This is an optimization exercise on Yosys and OpenROAD, whose aim is small area and few clock cycles per item, not a production implementation. Function was checked by simulation only, so behaviour that the tests miss may differ from the original.

==> flow/design.v (outline; a module is shown in full before it is edited, if it fits) <==
// module cplx_alu_core: 977 lines
// module cplx_alu_sched: 132 lines
module cplx_alu_sched
#(
  parameter int WIDTH      = cplx_pkg::CPLX_WIDTH,
  parameter int NREQ       = cplx_pkg::CPLX_NREQ,
  parameter int FIFO_DEPTH = cplx_pkg::CPLX_FIFO_DEPTH
) (
  input  logic                              clk,
  input  logic                              rst_n,
  input  logic [NREQ-1:0]                   req_valid,
  output logic [NREQ-1:0]                   req_ready,
  input  logic [NREQ-1:0]                   req_op,
  input  logic [NREQ-1:0][WIDTH-1:0]        req_a_re,
  input  logic [NREQ-1:0][WIDTH-1:0]        req_a_im,
  input  logic [NREQ-1:0][WIDTH-1:0]        req_b_re,
  input  logic [NREQ-1:0][WIDTH-1:0]        req_b_im,
  output logic                              rsp_valid,
  input  logic                              rsp_ready,
  output logic [$clog2(NREQ)-1:0]           rsp_id,
  output logic                              rsp_op,
  output logic signed [2*WIDTH:0]           rsp_re,
  output logic signed [2*WIDTH:0]           rsp_im,
  output logic                              busy
);
  // ...
==> flow/run.sh <==
#!/bin/bash
# synth_recipe.tcl (not shown) runs the flow's synth.tcl, then flattens the netlist and writes it again
# the make line also repeats each setting of config.mk as NAME=value (left out here)
make -C /OpenROAD-flow-scripts/flow DESIGN_CONFIG=/design/flow/config.mk WORK_HOME=/design/flow/orfs CLKGATE_MAP_FILE= SYNTH_SCRIPT=/design/flow/synth_recipe.tcl finish
==> flow/config.mk <==
export PLATFORM = sky130hd
export DESIGN_NAME = cplx_alu_sched
export DESIGN_NICKNAME = cplx_alu_sched
export VERILOG_FILES = /design/flow/design.v
export SDC_FILE = /design/flow/constraint.sdc
export NUM_CORES = 4
export LEC_CHECK = 0
export CAP_MARGIN = 20
export CORE_MARGIN = 2
export CORE_UTILIZATION = 40
export SLEW_MARGIN = 20
==> flow/constraint.sdc <==
create_clock -name core_clock -period 10.0 [get_ports {clk}]
set_input_delay 2.0000 -clock core_clock [delete_from_list [all_inputs] [get_ports {clk}]]
set_output_delay 2.0000 -clock core_clock [all_outputs]
set_load 0.01 [all_outputs]
==> results.json, run 1 <==
{
  "seq_area_mm2": 0.00333,
  "largestClassByArea": "multi-input gates",
  "grtUsageMet1": 0.476,
  "seq_cell_count": 113,
  "tns_ns": 0,
  "slowest_stage": "mux2i_1",
  "path_clk_slew_ns": 0.05,
  "status": "timing/DRC/antenna clean",
  "fin_skew_ns": 0.00752,
  "min_path_type": "flop to flop",
  "synth_top_family_by_area": "compound AO/OA/AOI/OAI gates",
  "floorplan.rows": 91,
  "rsz0062_at_grt": "false",
  "syn_nets": 3733,
  "cts_setup_buffers": 0,
  "initial_core_util": 0.403,
  "seq_share": 0.111,
  "inverters": 263,
  "drv_slew": 0,
  "wire_per_inst_um": 27.0,
  "fin_crit_sh": 0.958,
  "netlist_instances": 3154,
  "hold_end": "out_op_q",
  "dp_hpwl_mm": 92.9,
  "grtUsageMet2": 0.549,
  "die_h_um": 253,
  "ys_types": 77,
  "fin_util": 0.490,
  "ctsHoldBuffers": 0,
  "critPathCaptureType": "flop",
  "cp.required_ns": 10.17
}
Testbench counts, summed over its fixed seeds: cycles 3,896, items 3,200.
==> module cplx_alu_sched, before the edit <==
module cplx_alu_sched
#(
  parameter int WIDTH      = cplx_pkg::CPLX_WIDTH,
  parameter int NREQ       = cplx_pkg::CPLX_NREQ,
  parameter int FIFO_DEPTH = cplx_pkg::CPLX_FIFO_DEPTH
) (
  input  logic                              clk,
  input  logic                              rst_n,
  input  logic [NREQ-1:0]                   req_valid,
  output logic [NREQ-1:0]                   req_ready,
  input  logic [NREQ-1:0]                   req_op,
  input  logic [NREQ-1:0][WIDTH-1:0]        req_a_re,
  input  logic [NREQ-1:0][WIDTH-1:0]        req_a_im,
  input  logic [NREQ-1:0][WIDTH-1:0]        req_b_re,
  input  logic [NREQ-1:0][WIDTH-1:0]        req_b_im,
  output logic                              rsp_valid,
  input  logic                              rsp_ready,
  output logic [$clog2(NREQ)-1:0]           rsp_id,
  output logic                              rsp_op,
  output logic signed [2*WIDTH:0]           rsp_re,
  output logic signed [2*WIDTH:0]           rsp_im,
  output logic                              busy
);
  localparam int IDW = $clog2(NREQ);
  localparam int RW  = 2*WIDTH + 1;
  logic                 pre_v_q, out_v_q;
  logic [IDW-1:0]       pre_id_q, out_id_q;
  logic signed [RW-1:0] pre_re_q;
  logic                 out_op_q;
  logic signed [RW-1:0] out_re_q, out_im_q;
  logic [IDW-1:0]       add_ptr_q, mul_ptr_q;
  logic                 nm_v_q;
  logic [IDW-1:0]       nm_id_q;
  logic [NREQ-1:0]      add_req, mul_req, mul_left;
  logic                 add_found, mul_found;
  logic [IDW-1:0]       add_pick, mul_pick, mul_base, cand;
  logic                 can_load, load_mul, load_add, do_pre;
  logic [IDW-1:0]       mac_id;
  logic signed [RW-1:0] mac_res;
  logic signed [RW-1:0] add_re, add_im;
  always_comb begin
    add_req = req_valid & ~req_op;
    mul_req = req_valid & req_op;
    add_found = 1'b0;
    add_pick  = '0;
    for (int i = 1; i <= NREQ; i++) begin
      cand = add_ptr_q + IDW'(i);
      if (!add_found && add_req[cand]) begin
        add_found = 1'b1;
        add_pick  = cand;
      end
    end
    can_load = rst_n && (!out_v_q || rsp_ready);
    load_mul = can_load && pre_v_q;
    load_add = can_load && !pre_v_q && add_found;
    do_pre   = rst_n && !pre_v_q && nm_v_q;
    mac_id   = pre_v_q ? pre_id_q : nm_id_q;
    req_ready = '0;
    if (load_mul) req_ready[pre_id_q] = 1'b1;
    if (load_add) req_ready[add_pick] = 1'b1;
    mul_left  = mul_req & ~req_ready;
    mul_base  = do_pre ? nm_id_q : mul_ptr_q;
    mul_found = 1'b0;
    mul_pick  = '0;
    for (int i = 1; i <= NREQ; i++) begin
      cand = mul_base + IDW'(i);
      if (!mul_found && mul_left[cand]) begin
        mul_found = 1'b1;
        mul_pick  = cand;
      end
    end
  end
  cplx_alu_core #(
    .WIDTH (WIDTH)
  ) u_core (
    .im_sel (pre_v_q),
    .a_re   (req_a_re[mac_id]),
    .a_im   (req_a_im[mac_id]),
    .b_re   (req_b_re[mac_id]),
    .b_im   (req_b_im[mac_id]),
    .res    (mac_res)
  );
  logic signed [WIDTH-1:0] add_a_re, add_a_im, add_b_re, add_b_im;
  assign add_a_re = req_a_re[add_pick];
  assign add_a_im = req_a_im[add_pick];
  assign add_b_re = req_b_re[add_pick];
  assign add_b_im = req_b_im[add_pick];
  assign add_re   = RW'(add_a_re) + RW'(add_b_re);
  assign add_im   = RW'(add_a_im) + RW'(add_b_im);
  always_ff @(posedge clk or negedge rst_n) begin
    if (!rst_n) begin
      pre_v_q   <= 1'b0;
      pre_id_q  <= '0;
      out_v_q   <= 1'b0;
      add_ptr_q <= IDW'(NREQ - 1);
      mul_ptr_q <= IDW'(NREQ - 1);
      nm_v_q    <= 1'b0;
      nm_id_q   <= '0;
    end else begin
      if (can_load) out_v_q <= load_mul || load_add;
      if (load_add) add_ptr_q <= add_pick;
      if (load_mul) pre_v_q <= 1'b0;
      if (do_pre) begin
        pre_v_q   <= 1'b1;
        pre_id_q  <= nm_id_q;
        mul_ptr_q <= nm_id_q;
      end
      nm_v_q  <= mul_found;
      nm_id_q <= mul_pick;
    end
  end
  always_ff @(posedge clk) begin
    if (do_pre) pre_re_q <= mac_res;
    if (load_mul) begin
      out_id_q <= pre_id_q;
      out_op_q <= 1'b1;
      out_re_q <= pre_re_q;
      out_im_q <= mac_res;
    end else if (load_add) begin
      out_id_q <= add_pick;
      out_op_q <= 1'b0;
      out_re_q <= add_re;
      out_im_q <= add_im;
    end
  end
  assign rsp_valid = out_v_q;
  assign rsp_id    = out_id_q;
  assign rsp_op    = out_op_q;
  assign rsp_re    = out_re_q;
  assign rsp_im    = out_im_q;
  assign busy      = out_v_q;
endmodule
==> run 2: changes to the inputs <==
--- a/flow/design.v
+++ b/flow/design.v
@@ -134,20 +134,20 @@
   logic s449, c450, s451, c452, s453, c454, s455, c456;
   logic s457, c458, s459, c460, s461, c462, s463, c464;
   logic s465, c466, s467, c468, s469, c470, s471, c472;
   logic s473, c474, s475, c476, s477, c478, s479, c480;
   logic s481, c482, s483, c484, s485, c486, s487, c488;
   logic s489, c490, s491, c492, s493, c494, s495, c496;
   logic s497, c498, s499, c500, s501, c502, s503, c504;
   logic s505, c506, s507, c508, s509, c510, s511, c512;
-  assign x1  = a_re;
-  assign x2  = a_im;
-  assign y1  = im_sel ? b_im : b_re;
-  assign y2  = im_sel ? b_re : b_im;
+  assign y1  = a_re;
+  assign y2  = a_im;
+  assign x1  = im_sel ? b_im : b_re;
+  assign x2  = im_sel ? b_re : b_im;
   assign sub = ~im_sel;
   assign p0_one0 = y1[0] ^ 1'b0;
   assign p0_two0 = (y1[1] & ~y1[0] & ~1'b0) | (~y1[1] & y1[0] & 1'b0);
   assign p0_neg0 = y1[1];
   assign p0_pp0_0 = ((p0_one0 & x1[0]) | (p0_two0 & 1'b0)) ^ p0_neg0;
   assign p0_pp0_1 = ((p0_one0 & x1[1]) | (p0_two0 & x1[0])) ^ p0_neg0;
   assign p0_pp0_2 = ((p0_one0 & x1[2]) | (p0_two0 & x1[1])) ^ p0_neg0;
   assign p0_pp0_3 = ((p0_one0 & x1[3]) | (p0_two0 & x1[2])) ^ p0_neg0;
@@ -989,17 +989,235 @@
   assign s507 = s389 ^ c444 ^ s445;
   assign c508 = (s389 & c444) | (s389 & s445) | (c444 & s445);
   assign s509 = c390 ^ c446 ^ s447;
   assign c510 = (c390 & c446) | (c390 & s447) | (c446 & s447);
   assign s511 = p1_ns7 ^ c448 ^ s449;
   assign c512 = (p1_ns7 & c448) | (p1_ns7 & s449) | (c448 & s449);
   assign row_a = {1'b1, c450, c510, c508, c506, c504, c502, c500, c498, c496, c494, c492, c490, c488, c486, c484, c482, c480, c478, c476, c474, c472, c470, c468, c466, c464, c462, c460, c458, c456, c454, c452, s391};
   assign row_b = {1'b0, c512, s511, s509, s507, s505, s503, s501, s499, s497, s495, s493, s491, s489, s487, s485, s483, s481, s479, s477, s475, s473, s471, s469, s467, s465, s463, s461, s459, s457, s455, s453, s451};
-  assign res   = row_a + row_b;
+  logic [32:0] cg, cp;
+  assign cg = row_a & row_b;
+  assign cp = row_a ^ row_b;
+  logic pg_0_1, pp_0_1, pg_0_3, pp_0_3, pg_0_5, pp_0_5, pg_0_7, pp_0_7;
+  logic pg_0_9, pp_0_9, pg_0_11, pp_0_11, pg_0_13, pp_0_13, pg_0_15, pp_0_15;
+  logic pg_0_17, pp_0_17, pg_0_19, pp_0_19, pg_0_21, pp_0_21, pg_0_23, pp_0_23;
+  logic pg_0_25, pp_0_25, pg_0_27, pp_0_27, pg_0_29, pp_0_29, pg_0_31, pp_0_31;
+  logic pg_1_2, pp_1_2, pg_1_3, pp_1_3, pg_1_6, pp_1_6, pg_1_7, pp_1_7;
+  logic pg_1_10, pp_1_10, pg_1_11, pp_1_11, pg_1_14, pp_1_14, pg_1_15, pp_1_15;
+  logic pg_1_18, pp_1_18, pg_1_19, pp_1_19, pg_1_22, pp_1_22, pg_1_23, pp_1_23;
+  logic pg_1_26, pp_1_26, pg_1_27, pp_1_27, pg_1_30, pp_1_30, pg_1_31, pp_1_31;
+  logic pg_2_4, pp_2_4, pg_2_5, pp_2_5, pg_2_6, pp_2_6, pg_2_7, pp_2_7;
+  logic pg_2_12, pp_2_12, pg_2_13, pp_2_13, pg_2_14, pp_2_14, pg_2_15, pp_2_15;
+  logic pg_2_20, pp_2_20, pg_2_21, pp_2_21, pg_2_22, pp_2_22, pg_2_23, pp_2_23;
+  logic pg_2_28, pp_2_28, pg_2_29, pp_2_29, pg_2_30, pp_2_30, pg_2_31, pp_2_31;
+  logic pg_3_8, pp_3_8, pg_3_9, pp_3_9, pg_3_10, pp_3_10, pg_3_11, pp_3_11;
+  logic pg_3_12, pp_3_12, pg_3_13, pp_3_13, pg_3_14, pp_3_14, pg_3_15, pp_3_15;
+  logic pg_3_24, pp_3_24, pg_3_25, pp_3_25, pg_3_26, pp_3_26, pg_3_27, pp_3_27;
+  logic pg_3_28, pp_3_28, pg_3_29, pp_3_29, pg_3_30, pp_3_30, pg_3_31, pp_3_31;
+  logic pg_4_16, pp_4_16, pg_4_17, pp_4_17, pg_4_18, pp_4_18, pg_4_19, pp_4_19;
+  logic pg_4_20, pp_4_20, pg_4_21, pp_4_21, pg_4_22, pp_4_22, pg_4_23, pp_4_23;
+  logic pg_4_24, pp_4_24, pg_4_25, pp_4_25, pg_4_26, pp_4_26, pg_4_27, pp_4_27;
+  logic pg_4_28, pp_4_28, pg_4_29, pp_4_29, pg_4_30, pp_4_30, pg_4_31, pp_4_31;
+  logic pg_5_32, pp_5_32;
+  assign pg_0_1 = cg[1] | (cp[1] & cg[0]);
+  assign pp_0_1 = cp[1] & cp[0];
+  assign pg_0_3 = cg[3] | (cp[3] & cg[2]);
+  assign pp_0_3 = cp[3] & cp[2];
+  assign pg_0_5 = cg[5] | (cp[5] & cg[4]);
+  assign pp_0_5 = cp[5] & cp[4];
+  assign pg_0_7 = cg[7] | (cp[7] & cg[6]);
+  assign pp_0_7 = cp[7] & cp[6];
+  assign pg_0_9 = cg[9] | (cp[9] & cg[8]);
+  assign pp_0_9 = cp[9] & cp[8];
+  assign pg_0_11 = cg[11] | (cp[11] & cg[10]);
+  assign pp_0_11 = cp[11] & cp[10];
+  assign pg_0_13 = cg[13] | (cp[13] & cg[12]);
+  assign pp_0_13 = cp[13] & cp[12];
+  assign pg_0_15 = cg[15] | (cp[15] & cg[14]);
+  assign pp_0_15 = cp[15] & cp[14];
+  assign pg_0_17 = cg[17] | (cp[17] & cg[16]);
+  assign pp_0_17 = cp[17] & cp[16];
+  assign pg_0_19 = cg[19] | (cp[19] & cg[18]);
+  assign pp_0_19 = cp[19] & cp[18];
+  assign pg_0_21 = cg[21] | (cp[21] & cg[20]);
+  assign pp_0_21 = cp[21] & cp[20];
+  assign pg_0_23 = cg[23] | (cp[23] & cg[22]);
+  assign pp_0_23 = cp[23] & cp[22];
+  assign pg_0_25 = cg[25] | (cp[25] & cg[24]);
+  assign pp_0_25 = cp[25] & cp[24];
+  assign pg_0_27 = cg[27] | (cp[27] & cg[26]);
+  assign pp_0_27 = cp[27] & cp[26];
+  assign pg_0_29 = cg[29] | (cp[29] & cg[28]);
+  assign pp_0_29 = cp[29] & cp[28];
+  assign pg_0_31 = cg[31] | (cp[31] & cg[30]);
+  assign pp_0_31 = cp[31] & cp[30];
+  assign pg_1_2 = cg[2] | (cp[2] & pg_0_1);
+  assign pp_1_2 = cp[2] & pp_0_1;
+  assign pg_1_3 = pg_0_3 | (pp_0_3 & pg_0_1);
+  assign pp_1_3 = pp_0_3 & pp_0_1;
+  assign pg_1_6 = cg[6] | (cp[6] & pg_0_5);
+  assign pp_1_6 = cp[6] & pp_0_5;
+  assign pg_1_7 = pg_0_7 | (pp_0_7 & pg_0_5);
+  assign pp_1_7 = pp_0_7 & pp_0_5;
+  assign pg_1_10 = cg[10] | (cp[10] & pg_0_9);
+  assign pp_1_10 = cp[10] & pp_0_9;
+  assign pg_1_11 = pg_0_11 | (pp_0_11 & pg_0_9);
+  assign pp_1_11 = pp_0_11 & pp_0_9;
+  assign pg_1_14 = cg[14] | (cp[14] & pg_0_13);
+  assign pp_1_14 = cp[14] & pp_0_13;
+  assign pg_1_15 = pg_0_15 | (pp_0_15 & pg_0_13);
+  assign pp_1_15 = pp_0_15 & pp_0_13;
+  assign pg_1_18 = cg[18] | (cp[18] & pg_0_17);
+  assign pp_1_18 = cp[18] & pp_0_17;
+  assign pg_1_19 = pg_0_19 | (pp_0_19 & pg_0_17);
+  assign pp_1_19 = pp_0_19 & pp_0_17;
+  assign pg_1_22 = cg[22] | (cp[22] & pg_0_21);
+  assign pp_1_22 = cp[22] & pp_0_21;
+  assign pg_1_23 = pg_0_23 | (pp_0_23 & pg_0_21);
+  assign pp_1_23 = pp_0_23 & pp_0_21;
+  assign pg_1_26 = cg[26] | (cp[26] & pg_0_25);
+  assign pp_1_26 = cp[26] & pp_0_25;
+  assign pg_1_27 = pg_0_27 | (pp_0_27 & pg_0_25);
+  assign pp_1_27 = pp_0_27 & pp_0_25;
+  assign pg_1_30 = cg[30] | (cp[30] & pg_0_29);
+  assign pp_1_30 = cp[30] & pp_0_29;
+  assign pg_1_31 = pg_0_31 | (pp_0_31 & pg_0_29);
+  assign pp_1_31 = pp_0_31 & pp_0_29;
+  assign pg_2_4 = cg[4] | (cp[4] & pg_1_3);
+  assign pp_2_4 = cp[4] & pp_1_3;
+  assign pg_2_5 = pg_0_5 | (pp_0_5 & pg_1_3);
+  assign pp_2_5 = pp_0_5 & pp_1_3;
+  assign pg_2_6 = pg_1_6 | (pp_1_6 & pg_1_3);
+  assign pp_2_6 = pp_1_6 & pp_1_3;
+  assign pg_2_7 = pg_1_7 | (pp_1_7 & pg_1_3);
+  assign pp_2_7 = pp_1_7 & pp_1_3;
+  assign pg_2_12 = cg[12] | (cp[12] & pg_1_11);
+  assign pp_2_12 = cp[12] & pp_1_11;
+  assign pg_2_13 = pg_0_13 | (pp_0_13 & pg_1_11);
+  assign pp_2_13 = pp_0_13 & pp_1_11;
+  assign pg_2_14 = pg_1_14 | (pp_1_14 & pg_1_11);
+  assign pp_2_14 = pp_1_14 & pp_1_11;
+  assign pg_2_15 = pg_1_15 | (pp_1_15 & pg_1_11);
+  assign pp_2_15 = pp_1_15 & pp_1_11;
+  assign pg_2_20 = cg[20] | (cp[20] & pg_1_19);
+  assign pp_2_20 = cp[20] & pp_1_19;
+  assign pg_2_21 = pg_0_21 | (pp_0_21 & pg_1_19);
+  assign pp_2_21 = pp_0_21 & pp_1_19;
+  assign pg_2_22 = pg_1_22 | (pp_1_22 & pg_1_19);
+  assign pp_2_22 = pp_1_22 & pp_1_19;
+  assign pg_2_23 = pg_1_23 | (pp_1_23 & pg_1_19);
+  assign pp_2_23 = pp_1_23 & pp_1_19;
+  assign pg_2_28 = cg[28] | (cp[28] & pg_1_27);
+  assign pp_2_28 = cp[28] & pp_1_27;
+  assign pg_2_29 = pg_0_29 | (pp_0_29 & pg_1_27);
+  assign pp_2_29 = pp_0_29 & pp_1_27;
+  assign pg_2_30 = pg_1_30 | (pp_1_30 & pg_1_27);
+  assign pp_2_30 = pp_1_30 & pp_1_27;
+  assign pg_2_31 = pg_1_31 | (pp_1_31 & pg_1_27);
+  assign pp_2_31 = pp_1_31 & pp_1_27;
+  assign pg_3_8 = cg[8] | (cp[8] & pg_2_7);
+  assign pp_3_8 = cp[8] & pp_2_7;
+  assign pg_3_9 = pg_0_9 | (pp_0_9 & pg_2_7);
+  assign pp_3_9 = pp_0_9 & pp_2_7;
+  assign pg_3_10 = pg_1_10 | (pp_1_10 & pg_2_7);
+  assign pp_3_10 = pp_1_10 & pp_2_7;
+  assign pg_3_11 = pg_1_11 | (pp_1_11 & pg_2_7);
+  assign pp_3_11 = pp_1_11 & pp_2_7;
+  assign pg_3_12 = pg_2_12 | (pp_2_12 & pg_2_7);
+  assign pp_3_12 = pp_2_12 & pp_2_7;
+  assign pg_3_13 = pg_2_13 | (pp_2_13 & pg_2_7);
+  assign pp_3_13 = pp_2_13 & pp_2_7;
+  assign pg_3_14 = pg_2_14 | (pp_2_14 & pg_2_7);
+  assign pp_3_14 = pp_2_14 & pp_2_7;
+  assign pg_3_15 = pg_2_15 | (pp_2_15 & pg_2_7);
+  assign pp_3_15 = pp_2_15 & pp_2_7;
+  assign pg_3_24 = cg[24] | (cp[24] & pg_2_23);
+  assign pp_3_24 = cp[24] & pp_2_23;
+  assign pg_3_25 = pg_0_25 | (pp_0_25 & pg_2_23);
+  assign pp_3_25 = pp_0_25 & pp_2_23;
+  assign pg_3_26 = pg_1_26 | (pp_1_26 & pg_2_23);
+  assign pp_3_26 = pp_1_26 & pp_2_23;
+  assign pg_3_27 = pg_1_27 | (pp_1_27 & pg_2_23);
+  assign pp_3_27 = pp_1_27 & pp_2_23;
+  assign pg_3_28 = pg_2_28 | (pp_2_28 & pg_2_23);
+  assign pp_3_28 = pp_2_28 & pp_2_23;
+  assign pg_3_29 = pg_2_29 | (pp_2_29 & pg_2_23);
+  assign pp_3_29 = pp_2_29 & pp_2_23;
+  assign pg_3_30 = pg_2_30 | (pp_2_30 & pg_2_23);
+  assign pp_3_30 = pp_2_30 & pp_2_23;
+  assign pg_3_31 = pg_2_31 | (pp_2_31 & pg_2_23);
+  assign pp_3_31 = pp_2_31 & pp_2_23;
+  assign pg_4_16 = cg[16] | (cp[16] & pg_3_15);
+  assign pp_4_16 = cp[16] & pp_3_15;
+  assign pg_4_17 = pg_0_17 | (pp_0_17 & pg_3_15);
+  assign pp_4_17 = pp_0_17 & pp_3_15;
+  assign pg_4_18 = pg_1_18 | (pp_1_18 & pg_3_15);
+  assign pp_4_18 = pp_1_18 & pp_3_15;
+  assign pg_4_19 = pg_1_19 | (pp_1_19 & pg_3_15);
+  assign pp_4_19 = pp_1_19 & pp_3_15;
+  assign pg_4_20 = pg_2_20 | (pp_2_20 & pg_3_15);
+  assign pp_4_20 = pp_2_20 & pp_3_15;
+  assign pg_4_21 = pg_2_21 | (pp_2_21 & pg_3_15);
+  assign pp_4_21 = pp_2_21 & pp_3_15;
+  assign pg_4_22 = pg_2_22 | (pp_2_22 & pg_3_15);
+  assign pp_4_22 = pp_2_22 & pp_3_15;
+  assign pg_4_23 = pg_2_23 | (pp_2_23 & pg_3_15);
+  assign pp_4_23 = pp_2_23 & pp_3_15;
+  assign pg_4_24 = pg_3_24 | (pp_3_24 & pg_3_15);
+  assign pp_4_24 = pp_3_24 & pp_3_15;
+  assign pg_4_25 = pg_3_25 | (pp_3_25 & pg_3_15);
+  assign pp_4_25 = pp_3_25 & pp_3_15;
+  assign pg_4_26 = pg_3_26 | (pp_3_26 & pg_3_15);
+  assign pp_4_26 = pp_3_26 & pp_3_15;
+  assign pg_4_27 = pg_3_27 | (pp_3_27 & pg_3_15);
+  assign pp_4_27 = pp_3_27 & pp_3_15;
+  assign pg_4_28 = pg_3_28 | (pp_3_28 & pg_3_15);
+  assign pp_4_28 = pp_3_28 & pp_3_15;
+  assign pg_4_29 = pg_3_29 | (pp_3_29 & pg_3_15);
+  assign pp_4_29 = pp_3_29 & pp_3_15;
+  assign pg_4_30 = pg_3_30 | (pp_3_30 & pg_3_15);
+  assign pp_4_30 = pp_3_30 & pp_3_15;
+  assign pg_4_31 = pg_3_31 | (pp_3_31 & pg_3_15);
+  assign pp_4_31 = pp_3_31 & pp_3_15;
+  assign pg_5_32 = cg[32] | (cp[32] & pg_4_31);
+  assign pp_5_32 = cp[32] & pp_4_31;
+  assign res[0] = cp[0];
+  assign res[1] = cp[1] ^ cg[0];
+  assign res[2] = cp[2] ^ pg_0_1;
+  assign res[3] = cp[3] ^ pg_1_2;
+  assign res[4] = cp[4] ^ pg_1_3;
+  assign res[5] = cp[5] ^ pg_2_4;
+  assign res[6] = cp[6] ^ pg_2_5;
+  assign res[7] = cp[7] ^ pg_2_6;
+  assign res[8] = cp[8] ^ pg_2_7;
+  assign res[9] = cp[9] ^ pg_3_8;
+  assign res[10] = cp[10] ^ pg_3_9;
+  assign res[11] = cp[11] ^ pg_3_10;
+  assign res[12] = cp[12] ^ pg_3_11;
+  assign res[13] = cp[13] ^ pg_3_12;
+  assign res[14] = cp[14] ^ pg_3_13;
+  assign res[15] = cp[15] ^ pg_3_14;
+  assign res[16] = cp[16] ^ pg_3_15;
+  assign res[17] = cp[17] ^ pg_4_16;
+  assign res[18] = cp[18] ^ pg_4_17;
+  assign res[19] = cp[19] ^ pg_4_18;
+  assign res[20] = cp[20] ^ pg_4_19;
+  assign res[21] = cp[21] ^ pg_4_20;
+  assign res[22] = cp[22] ^ pg_4_21;
+  assign res[23] = cp[23] ^ pg_4_22;
+  assign res[24] = cp[24] ^ pg_4_23;
+  assign res[25] = cp[25] ^ pg_4_24;
+  assign res[26] = cp[26] ^ pg_4_25;
+  assign res[27] = cp[27] ^ pg_4_26;
+  assign res[28] = cp[28] ^ pg_4_27;
+  assign res[29] = cp[29] ^ pg_4_28;
+  assign res[30] = cp[30] ^ pg_4_29;
+  assign res[31] = cp[31] ^ pg_4_30;
+  assign res[32] = cp[32] ^ pg_4_31;
 endmodule
 module cplx_alu_sched
 #(
   parameter int WIDTH      = cplx_pkg::CPLX_WIDTH,
   parameter int NREQ       = cplx_pkg::CPLX_NREQ,
   parameter int FIFO_DEPTH = cplx_pkg::CPLX_FIFO_DEPTH
 ) (
   input  logic                              clk,
@@ -1022,19 +1240,20 @@
   localparam int IDW = $clog2(NREQ);
   localparam int RW  = 2*WIDTH + 1;
   logic                 pre_v_q, out_v_q;
   logic [IDW-1:0]       pre_id_q, out_id_q;
   logic signed [RW-1:0] pre_re_q;
   logic                 out_op_q;
   logic signed [RW-1:0] out_re_q, out_im_q;
   logic [IDW-1:0]       add_ptr_q, mul_ptr_q;
-  logic                 nm_v_q;
   logic [IDW-1:0]       nm_id_q;
-  logic [NREQ-1:0]      add_req, mul_req, mul_left;
+  logic [NREQ-1:0]      add_req, mul_req, mul_left, taken;
+  logic                 taken_found;
+  logic [IDW-1:0]       taken_pick;
   logic                 add_found, mul_found;
   logic [IDW-1:0]       add_pick, mul_pick, mul_base, cand;
   logic                 can_load, load_mul, load_add, do_pre;
   logic [IDW-1:0]       mac_id;
   logic signed [RW-1:0] mac_res;
   logic signed [RW-1:0] add_re, add_im;
   always_comb begin
     add_req = req_valid & ~req_op;
@@ -1046,32 +1265,40 @@
       if (!add_found && add_req[cand]) begin
         add_found = 1'b1;
         add_pick  = cand;
       end
     end
     can_load = rst_n && (!out_v_q || rsp_ready);
     load_mul = can_load && pre_v_q;
     load_add = can_load && !pre_v_q && add_found;
-    do_pre   = rst_n && !pre_v_q && nm_v_q;
+    do_pre   = rst_n && !pre_v_q && mul_req[nm_id_q];
     mac_id   = pre_v_q ? pre_id_q : nm_id_q;
     req_ready = '0;
     if (load_mul) req_ready[pre_id_q] = 1'b1;
     if (load_add) req_ready[add_pick] = 1'b1;
     mul_left  = mul_req & ~req_ready;
+    taken     = req_ready;
     mul_base  = do_pre ? nm_id_q : mul_ptr_q;
     mul_found = 1'b0;
     mul_pick  = '0;
+    taken_found = 1'b0;
+    taken_pick  = '0;
     for (int i = 1; i <= NREQ; i++) begin
       cand = mul_base + IDW'(i);
       if (!mul_found && mul_left[cand]) begin
         mul_found = 1'b1;
         mul_pick  = cand;
       end
+      if (!taken_found && taken[cand]) begin
+        taken_found = 1'b1;
+        taken_pick  = cand;
+      end
     end
+    if (!mul_found && taken_found) mul_pick = taken_pick;
   end
   cplx_alu_core #(
     .WIDTH (WIDTH)
   ) u_core (
     .im_sel (pre_v_q),
     .a_re   (req_a_re[mac_id]),
     .a_im   (req_a_im[mac_id]),
     .b_re   (req_b_re[mac_id]),
@@ -1087,29 +1314,27 @@
   assign add_im   = RW'(add_a_im) + RW'(add_b_im);
   always_ff @(posedge clk or negedge rst_n) begin
     if (!rst_n) begin
       pre_v_q   <= 1'b0;
       pre_id_q  <= '0;
       out_v_q   <= 1'b0;
       add_ptr_q <= IDW'(NREQ - 1);
       mul_ptr_q <= IDW'(NREQ - 1);
-      nm_v_q    <= 1'b0;
       nm_id_q   <= '0;
     end else begin
       if (can_load) out_v_q <= load_mul || load_add;
       if (load_add) add_ptr_q <= add_pick;
       if (load_mul) pre_v_q <= 1'b0;
       if (do_pre) begin
         pre_v_q   <= 1'b1;
         pre_id_q  <= nm_id_q;
         mul_ptr_q <= nm_id_q;
       end
-      nm_v_q  <= mul_found;
-      nm_id_q <= mul_pick;
+      if (mul_found || taken_found) nm_id_q <= mul_pick;
     end
   end
   always_ff @(posedge clk) begin
     if (do_pre) pre_re_q <= mac_res;
     if (load_mul) begin
       out_id_q <= pre_id_q;
       out_op_q <= 1'b1;
       out_re_q <= pre_re_q;
==> flow/flow/run.sh (new file) <==
#!/bin/bash
# The standard layout, with the port buffers that global placement inserts made
# sky130_fd_sc_hd__buf_1 instead of the tool's default pick; every port still gets one.
set -euo pipefail
export BUFFER_PORTS_ARGS="-buffer_cell sky130_fd_sc_hd__buf_1"
bash standard.sh finish > standard.log 2>&1
==> flow/standard.sh (new file) <==
#!/bin/bash
# synth_recipe.tcl (not shown) runs the flow's synth.tcl, then flattens the netlist and writes it again
# the make line also repeats each setting of config.mk as NAME=value (left out here)
make -C /OpenROAD-flow-scripts/flow DESIGN_CONFIG=/design/flow/config.mk WORK_HOME=/design/flow/orfs CLKGATE_MAP_FILE= SYNTH_SCRIPT=/design/flow/synth_recipe.tcl "${@:-finish}"
==> flow/config.mk (replaced) <==
export PLATFORM = sky130hd
export DESIGN_NAME = cplx_alu_sched
export DESIGN_NICKNAME = cplx_alu_sched
export VERILOG_FILES = /design/flow/design.v
export SDC_FILE = /design/flow/constraint.sdc
export NUM_CORES = 4
export LEC_CHECK = 0
export ABC_AREA = 1
export CAP_MARGIN = 20
export CORE_MARGIN = 2
export CORE_UTILIZATION = 40
export SLEW_MARGIN = 20
removed: flow/run.sh
==> results.json, run 2 <==
{
  "status": "timing/DRC/antenna clean",
  "max_stage_delay_ns": 0.55,
  "cts_sinks": 112,
  "ctsHoldBuffers": 0,
  "yosysMostFrequentCell": "nand2_1",
  "drtIter0Drc": 2867,
  "dp_hpwl_mm": 76.1,
  "seq_area_frac_synth": 0.148,
  "synth_common_cells": "503 x nand2_1, 414 x inv_1, 286 x xor2_1",
  "syn_nets": 3437,
  "place_congestion": 0.987,
  "synth_flop_cell": "edfxtp_1",
  "seq_area_mm2": 0.00331,
  "grt_max_degree": 123,
  "grtUsageTotal": 0.320,
  "first_pass_iters": 8,
  "floorplan.rows": 86,
  "reg_top3": "out_im_q: 33 flops, out_re_q: 33 flops, pre_re_q: 33 flops",
  "coreArea_mm2": 0.0552,
  "setup_viol": 0,
  "final_common_cell": "nand2_1",
  "cpMostUsedCell": "nand2_1",
  "cp.required_ns": 10.12,
  "wire_per_inst_um": 24.2,
  "slowest_stage": "o21ai_1",
  "post_cts_resized": 0,
  "synthTopCellsByArea": "fa_1 20%, edfxtp_1 14%, xor2_1 11%",
  "ys_types": 63,
  "drive_gt1_frac": 0.0719,
  "netlist_instances": 2855,
  "port_buffers": 341,
  "vias": 22538,
  "slew_headroom": 0.197,
  "dieWidth_um": 241,
  "cts_setup_buffers": 0,
  "fin_crit_sh": 0.927,
  "drv_slew": 0,
  "stdcell_area_mm2": 0.0246,
  "multi_input_area_mm2": 0.0165,
  "critPathCaptureType": "flop",
  "clock_latency_ns": 0.38,
  "place_area_mm2": 0.0242,
  "min_period_ns": 9.27,
  "grt_pass1_wl_mm": 138,
  "ys_async_sr_fraction": 0.0893,
  "worstMarginPinSlew_ns": 1.20,
  "yosysTopAreaCell": "fa_1",
  "totalWireLength_mm": 93.3,
  "cts_made_buffers": 9,
  "synth_edf_count": 101,
  "fin_skew_ns": 0.0141,
  "grtUsageMet1": 0.453,
  "syn_area_mm2": 0.0224,
  "overflow": 0,
  "path_clk_slew_ns": 0.08,
  "synth_top_area_share": 0.202,
  "h-tree-depth": 3,
  "min_path_type": "flop to flop",
  "initial_core_util": 0.406,
  "grtUsageMet2": 0.479,
  "drv_cap": 0,
  "final_cell_mix": "499 x nand2_1, 413 x inv_1, 341 x buf_1",
  "die_h_um": 241,
  "clockBufferDepth": 2,
  "antenna_left": 0,
  "rsz0062_at_grt": "false",
  "syn_area_per_cell_um2": 7.84,
  "fp.dieArea_mm2": 0.0579,
  "antenna_found_initial": 8,
  "ys_ff_latch": 112,
  "cts_tree": "yes",
  "tns_ns": 0,
  "drc": 0,
  "yosysWarnings": 1,
  "max_freq_ghz": 0.108,
  "met3_usage": 0.0582,
  "worstSetupPathType": "input pin to flop",
  "grt_pass1_vias": 21400,
  "arrival_ns": 9.39,
  "num-fill-cells": 5592,
  "vias_per_cell": 5.85,
  "crit_path_start_kind": "input pin",
  "ios": 342,
  "grt-busiest-layer": "met2",
  "final_nets": 3677,
  "worstPathMaxFanout": 15,
  "area_delta_synth_final_pct": 9.67,
  "clockRootBuffer": "clkbuf_16",
  "hold_viol_final": 0
}
[run 2: changes by cell type in the layout (fill, tap and decap cells not counted), sizes merged, moves of 135 or more]
cell	previous run	this run
buf	190	397
xnor2	152	17
a21oi	237	95
inv	262	448
clkdlybuf4s50	341	0
xor2	54	293
[run 2: kinds of logic after synthesis]
| kind of cell | Yosys count | synth area share |
|---|---|---|
| compound gates | 698 | 0.210 |
| xor+xnor | 310 | 0.124 |
| fa+ha+maj | 315 | 0.252 |
| buf+inv | 616 | 0.115 |
| flops | 112 | 0.148 |
| mux | 6 | 0.00318 |
| simple gates | 798 | 0.148 |
[run 2: metrics by stage]
stage / hold WS (ns) / std cells / worst slack [ns] / utilization
finish: 0.460 / 3855 / 0.727 / 0.445
detailed placement: 0.441 / 3831 / 0.508 / 0.438
global placement: 0.447 / 3830 / 0.564 / 0.438
floorplan: 0.472 / 2855 / 1.77 / -
global route: 0.495 / 3853 / 0.261 / 0.445
CTS: 0.458 / 3847 / 0.887 / 0.444
[run 2: layout make-up]
class | count | share of cell area
diodes | 7 | 0.000713
clock buffers | 9 | 0.00917
clock inverters | 7 | 0.00423
inverters | 448 | 0.0687
multi-input cells | 2127 | 0.673
flip-flops and latches | 112 | 0.135
well taps | 748 | 0.0381
repair buffers | 397 | 0.0713
[run 2: final timing paths]
| check | depth (start not counted) | slack (ns) | end | startpoint |
|---|---|---|---|---|
| max | 34 | 0.73 | out_im_q[29] | req_a_re[25] |
| min | 2 | 0.46 | out_op_q | out_op_q |
| max reg2reg | 37 | 1.05 | out_im_q[29] | pre_v_q |
| min reg2reg | 2 | 0.46 | out_op_q | out_op_q |
| max in group asynchronous | 1 | 7.91 | pre_v_q | rst_n |
| min in group asynchronous | 1 | 1.62 | out_v_q | rst_n |
[run 2: critical path: cells and delay by family]
kind	cells	cell delay (ns)
and+or+nand+nor	10	1.01
adders and majority gates	7	3.21
buffers and inverters	8	0.95
AOI/OAI and AO/OA	7	1.88
xor gates and xnor gates	2	0.34
[run 2: metal layers]
layer,wire [um],up-vias,part of all wire
met5,16,-,0.00017
met4,4250,2,0.046
met3,9170,190,0.098
met2,39600,1329,0.42
met1,40200,10968,0.43
li1,-,10049,-
Testbench counts of run 2, summed over its fixed seeds: cycles 3,828, items 3,200.
==> run 3: changes to the inputs <==
--- a/flow/config.mk
+++ b/flow/config.mk
@@ -7,3 +7,2 @@
 export LEC_CHECK = 0
-export ABC_AREA = 1
 export CAP_MARGIN = 20
==> results.json, run 3 <==
{
  "clockRootBuffer": "clkbuf_16",
  "grtUsageTotal": 0.317,
  "dieWidth_um": 240,
  "final_common_cell": "buf_1",
  "reg2regPathDepth": 24,
  "totalWireLength_mm": 91.8,
  "dp_hpwl_mm": 73.9,
  "yosysMostFrequentCell": "inv_1",
  "setup_viol": 0,
  "die_h_um": 240,
  "ys_types": 82,
  "syn_area_mm2": 0.0223,
  "hold_viol_final": 0,
  "crit_path_start_kind": "input pin",
  "overflow": 0,
  "netlist_instances": 2416,
  "ff2ff_setup_slack_ns": 1.43,
  "worstMarginPinSlew_ns": 1.10,
  "worstSetupPathType": "input pin to flop",
  "drv_slew": 0,
  "ys_ff_latch": 112,
  "coreArea_mm2": 0.0551,
  "syn_nets": 2998,
  "crit_buf_inv": 3,
  "drive_gt1_frac": 0.100,
  "tns_ns": 0,
  "initial_core_util": 0.404,
  "fin_crit_sh": 0.885,
  "post_cts_resized": 0,
  "arrival_ns": 8.98,
  "final-instance-count-excl-fill": 3443,
  "grt_pass1_vias": 20692,
  "vias_per_cell": 6.13,
  "num-fill-cells": 5466,
  "hold_end": "out_op_q",
  "vias": 21116,
  "h-tree-depth": 3,
  "cts_setup_buffers": 0,
  "drv_cap": 0,
  "drtIter0Drc": 2564,
  "drc": 0,
  "cts_made_buffers": 9,
  "clock_latency_ns": 0.39,
  "fp.dieArea_mm2": 0.0575,
  "synth_edf_count": 101,
  "cts_sinks": 112,
  "path_clk_slew_ns": 0.08,
  "crit_chain": "buf_1 -> mux4_2 -> nor3b_1 -> a21oi_1 -> o22ai_1 -> xor2_1 -> fa_1 -> fa_1 -> inv_1 -> fa_1 -> inv_1 -> fa_1 -> fa_1 -> fa_1 -> ha_1 -> a21o_1 -> a21o_1 -> a21oi_1 -> o21ai_0 -> nand2_1 -> o31ai_1 -> a311oi_1 -> xnor2_1 -> a21bo_1",
  "synth_flop_cell": "edfxtp_1",
  "synthTopCellsByArea": "fa_1 20%, edfxtp_1 14%, xnor2_1 8.1%",
  "critPathCaptureType": "flop",
  "slew_headroom": 0.266,
  "area_delta_synth_final_pct": 11.6,
  "wire_per_inst_um": 26.7,
  "worstPathMaxFanout": 24,
  "syn_area_per_cell_um2": 9.21,
  "max_stage_delay_ns": 0.82,
  "ctsHoldBuffers": 0,
  "crit_family": "adder cells",
  "first_pass_iters": 6,
  "whs_path_depth": 2,
  "max_freq_ghz": 0.113,
  "ys_async_sr_fraction": 0.0893,
  "reg_top3": "out_im_q: 33 flops, out_re_q: 33 flops, pre_re_q: 33 flops",
  "final_cell_mix": "341 x buf_1, 228 x inv_1, 226 x fa_1",
  "grt_pass1_wl_mm": 135,
  "synth_common_cells": "228 x inv_1, 226 x fa_1, 221 x o22ai_1",
  "floorplan.rows": 86,
  "synth_top_area_share": 0.203,
  "place_congestion": 0.997,
  "ios": 342,
  "final_nets": 3270,
  "port_buffers": 341,
  "antenna_left": 0,
  "min_period_ns": 8.85,
  "rsz0062_at_grt": "false",
  "timing.rr.start": "pre_v_q",
  "fin_skew_ns": 0.0277,
  "min_path_type": "flop to flop",
  "yosysWarnings": 1,
  "cts_tree": "yes",
  "antenna_found_initial": 5,
  "seq_area_frac_synth": 0.149,
  "cpMostUsedCell": "fa_1",
  "clockBufferDepth": 2,
  "min_from": "out_op_q",
  "r2r-end": "out_im_q[30]",
  "yosysTopAreaCell": "fa_1",
  "grt_max_degree": 73,
  "status": "timing/DRC/antenna clean",
  "slowest_stage": "mux4_2",
  "cp.required_ns": 10.13,
  "dp.cells": 3425
}
==> run 3: changes by cell type after synthesis, sizes merged, moves of 63 or more <==
cell	delta
a211oi	+66
a31oi	+63
and3	+69
inv	-214
mux2i	+71
mux4	+63
nand2	-314
nand3	-99
o21ai	-141
xnor2	+198
xor2	-188
==> run 3: worst max-delay path by stage <==
stage                 start           end  slack [ns]  cells after the start
2_1_floorplan   req_a_re[5]  out_im_q[30]        1.33                     24
3_5_place_dp    req_a_re[3]  out_im_q[29]        0.83                     24
4_1_cts         req_a_re[3]  out_im_q[29]        1.21                     24
6_report       req_a_re[13]  out_im_q[30]        1.15                     24
3_3_place_gp   req_a_re[13]  out_im_q[30]        0.87                     22
5_1_grt        req_a_re[13]  out_im_q[30]        0.80                     22
==> run 3: layout make-up <==
type                            instances  area, um^2  area share
Antenna cell                            2        5.00    0.000202
Clock buffer                           10         229     0.00922
Clock inverter                          6        76.3     0.00307
Inverter                              233         875      0.0352
Multi-Input combinational cell       1890       17300       0.698
Sequential cell                       112        3310       0.133
Tap cell                              748         936      0.0377
Timing Repair Buffer                  442        2080      0.0836
==> run 3: logic make-up (layout without fill, tap and decap cells) <==
kind of cell / count (synthesis) / in the layout / share of synthesized area
AOI/OAI and AO/OA: 619 / 619 / 0.180
and+or+nand+nor: 477 / 477 / 0.0996
buffers and inverters: 414 / 691 / 0.0768
xor gates and xnor gates: 320 / 320 / 0.129
adders and majority gates: 315 / 315 / 0.253
other: 0 / 2 / 0
muxes: 159 / 159 / 0.112
DFF: 112 / 112 / 0.149
==> run 3: routing by layer <==
| metal | wire [um] | track usage | vias to the layer above | share of wire |
|---|---|---|---|---|
| li1 | - | - | 9131 | - |
| met2 | 39700 | 0.484 | 1375 | 0.43 |
| met4 | 3650 | 0.106 | 6 | 0.040 |
| met1 | 37200 | 0.427 | 10384 | 0.40 |
| met5 | 44 | 0 | - | 0.00048 |
| met3 | 11200 | 0.0983 | 220 | 0.12 |
==> run 3: worst register-to-register path, cell delays in order, from the launching register on <==
cell	delay, ns
dfrtp_4	0.51
mux2i_4	0.62
buf_12	0.30
mux4_2	0.72
nor2b_1	0.21
a21oi_1	0.54
o22ai_1	0.21
xnor2_1	0.36
fa_1	0.50
fa_1	0.41
fa_1	0.51
inv_1	0.05
fa_1	0.41
fa_1	0.56
fa_1	0.44
ha_1	0.36
a21o_1	0.20
a21o_1	0.19
a21oi_1	0.17
o21ai_0	0.17
nand2_1	0.09
o31ai_1	0.13
a311oi_1	0.35
xnor2_1	0.12
a21bo_1	0.19
==> run 3: metrics by stage <==
step           utilization  hold WS (ns)  setup slack (ns)  instance area, um^2
5_1_grt              0.451         0.492             0.795                24800
4_1_cts              0.450         0.475              1.21                24800
6_report             0.451         0.472              1.15                24800
3_3_place_gp         0.445         0.457             0.865                24500
2_1_floorplan            -         0.456              1.33                22300
3_5_place_dp         0.445         0.464             0.829                24500

## re-timing with driven ports
The flow's constraints put no driver on any port. The routed layouts listed below were extracted and timed again, unchanged, in two steps. Step 1 assumes that a clkbuf_16 drives the clock port and a buf_2 every other input. Step 2 adds t to the input delays and takes it off the output delays; t is the mean of the earliest and latest rising clock arrival at the registers after step 1. Input paths then give back, and output paths get back, about the clock's delay inside the block. Three values: no drivers, after step 1, after step 2; two values: the first two.
run	t (ns)	slack for setup (ns)	worst setup path after step 2	clock arrival spread, ns
run 1	0.463	0.422 / 0.332 / -0.131	input to register	0.008 / 0.007
run 2	0.418	0.727 / 0.740 / 0.322	input to register	0.015 / 0.014
run 3	0.429	1.149 / 1.178 / 0.749	input to register	0.027 / 0.028
Met with ideal ports but missed after step 2: setup timing in run 1. For run 1, which loses most, drivers alone change the setup slack by -0.090 ns; drivers and shift together by -0.553 ns.
